This is an optimization exercise on Yosys and OpenROAD, whose aim is small area and a short achievable clock period, not a production implementation.
At most, simulation tests tie the RTL to the original design; equivalence was not proved.
Power and IR drop assume default switching activity.

// execCore
module execCore
(
	input  logic                       clk,
	input  logic                       rstN,
	input  logic                       instrValid,
	input  logic [15:0]                instr,
	output logic                       wbValid,
	output logic [4-1:0] wbReg,
	output logic [16-1:0]     wbData,
	output logic                       carry,
	output logic                       low,
	output logic                       overflow,
	output logic                       zero,
	output logic                       negative
);
Settings: LEC_CHECK=0, CAP_MARGIN=20, CORE_MARGIN=2, CORE_UTILIZATION=40, SETUP_SLACK_MARGIN=1.5, SLEW_MARGIN=20, SYNTH_HIERARCHICAL=1; clock period 5.5 ns.
standard.sh (not shown) runs the stock make flow with config.mk's settings and CLKGATE_MAP_FILE= SYNTH_SCRIPT=/design/flow/synth_recipe.tcl, a recipe that flattens the netlist after the stock synthesis.
==> flow/flow/run.sh <==
#!/bin/bash
# The standard layout, with plain buffers on the ports (instead of the delay
# cells buffer_ports picks by default) and a clock tree without dummy loads.
set -euo pipefail
bash standard.sh finish \
  "BUFFER_PORTS_ARGS=-buffer_cell sky130_fd_sc_hd__buf_2" \
  "CTS_ARGS=-sink_clustering_enable -repair_clock_nets -dont_use_dummy_load" \
  > make_finish.log 2>&1
Change:
==> flow/flow/run.sh (replaced) <==
#!/bin/bash
# The standard layout, with plain buffers on the ports (instead of the delay
# cells buffer_ports picks by default) and a clock tree of smaller buffers
# without dummy loads.
set -euo pipefail
bash standard.sh finish \
  "BUFFER_PORTS_ARGS=-buffer_cell sky130_fd_sc_hd__buf_2" \
  "CTS_ARGS=-sink_clustering_enable -repair_clock_nets -dont_use_dummy_load -buf_list sky130_fd_sc_hd__clkbuf_8 -sink_clustering_size 16 -sink_clustering_max_diameter 60" \
  > make_finish.log 2>&1
Settings changed: SETUP_SLACK_MARGIN 1.5 to 2.5.
=> Cell count rises slightly; final area rises slightly; non-clock buffer count rises by 33; worst setup slack gets better by 56 ps; utilization rises by 0.52 points; routed wire length rises by a few percent; first-iteration DRC count stays the same; via count rises by a few percent.

Another version of the RTL of execCore (not shown whole).
Size in the first run: roughly 1,400 cells after synthesis, ~300 flip-flops, ~45 I/O pins, about 16,000 um^2 of cells after synthesis.
clock: 5.5 ns
lec_check: 0
cap_margin: 20
core_margin: 2
core_utilization: 40
gpl_timing_driven: 0
setup_slack_margin: 1.5
slew_margin: 20
run.sh (not shown) runs the stock make flow with config.mk's settings and CLKGATE_MAP_FILE= SYNTH_SCRIPT=/design/flow/synth_recipe.tcl, a recipe that flattens the netlist after the stock synthesis.
Stock flow here: none of the scripts above is used.
The first run produced a clean layout.
Change:
SETUP_SLACK_MARGIN = not set   (was 1.5)
Now the flow ran to the end with violations: negative setup slack; wire length goes down by 1.7%; utilization goes down by 6.5 points; via count goes down by 6.2%; power goes down by 9.4%; synthesized cell count is unchanged; setup slack gets worse by 0.69 ns; clock skew goes up by 0.010 ns; critical path depth goes down by 4; final cell count goes down by 6.0%; global-route usage goes down by 0.32 points; clock power goes down by 13%.
No functional check of the RTL was part of any run of this note.

Another version of the RTL of execCore (not shown whole).
For scale: ~1300 cells after synthesis, roughly 17000 sq um of cells after synthesis.
Settings: LEC_CHECK=0, CAP_MARGIN=20, CORE_MARGIN=2, CORE_UTILIZATION=40, SETUP_SLACK_MARGIN=1.5, SLEW_MARGIN=20, SYNTH_HIERARCHICAL=1; clock period 5.5 ns.
The first run completed without violations.
Rerun with:
==> flow/flow/run.sh (new file) <==
#!/bin/bash
# The standard layout, with plain buffers on the ports (instead of the delay
# cells buffer_ports picks by default) and a clock tree without dummy loads.
set -euo pipefail
bash standard.sh finish \
  "BUFFER_PORTS_ARGS=-buffer_cell sky130_fd_sc_hd__buf_2" \
  "CTS_ARGS=-sink_clustering_enable -repair_clock_nets -dont_use_dummy_load" \
  > make_finish.log 2>&1
==> flow/standard.sh (new file) <==
#!/bin/bash
# synth_recipe.tcl (not shown) runs the flow's synth.tcl, then flattens the netlist and writes it again
# the make line also repeats each setting of config.mk as NAME=value (left out here)
make -C /OpenROAD-flow-scripts/flow DESIGN_CONFIG=/design/flow/config.mk WORK_HOME=/design/flow/orfs CLKGATE_MAP_FILE= SYNTH_SCRIPT=/design/flow/synth_recipe.tcl "${@:-finish}"
removed: flow/run.sh
Result:
- The new run completed with no timing, DRC or antenna violations
- count of clock-buffer cells in the layout drops by 4
- cell area shrinks by a few percent
- clock power shrinks by a quarter to a third
- register-to-register slack is better by 0.16 ns
- fmax goes up by a few percent
- sequential power stays flat
- critical path depth fell by 1
- sequential share of layout area goes up by 2.6 points

separate check: timing with driven ports:
Ports are ideal in the flow. The routed layouts listed here were re-timed in OpenROAD. Step 1 assumes that a clkbuf_16 drives the clock port and a buf_2 every other input. Step 2, shift: input delay + t, output delay - t, t = (earliest + latest rising clock arrival at the registers) / 2. This alone moves slack from input paths to output paths. Three values: ideal ports, drivers, drivers and shift; two values: the first two.
run | t, ns | setup WS [ns] | worst setup path at the end
the first run of note 1 | 0.557 | 1.052 / 1.057 / 0.500 | input to register
the second run of note 1 | 0.663 | 1.109 / 1.116 / 0.453 | input to register
the first run of note 2 | 0.597 | 0.646 / 0.646 / 0.122 | input to register
the second run of note 2 | 0.591 | -0.049 / -0.031 / -0.609 | input to register
the first run of note 3 | 0.579 | 0.690 / 0.717 / 0.139 | input to register
the second run of note 3 | 0.562 | 0.872 / 0.859 / 0.296 | input to register
The setup slack of the second run of note 1, which loses most, moves by +0.007 ns with the drivers and by -0.656 ns with both steps.
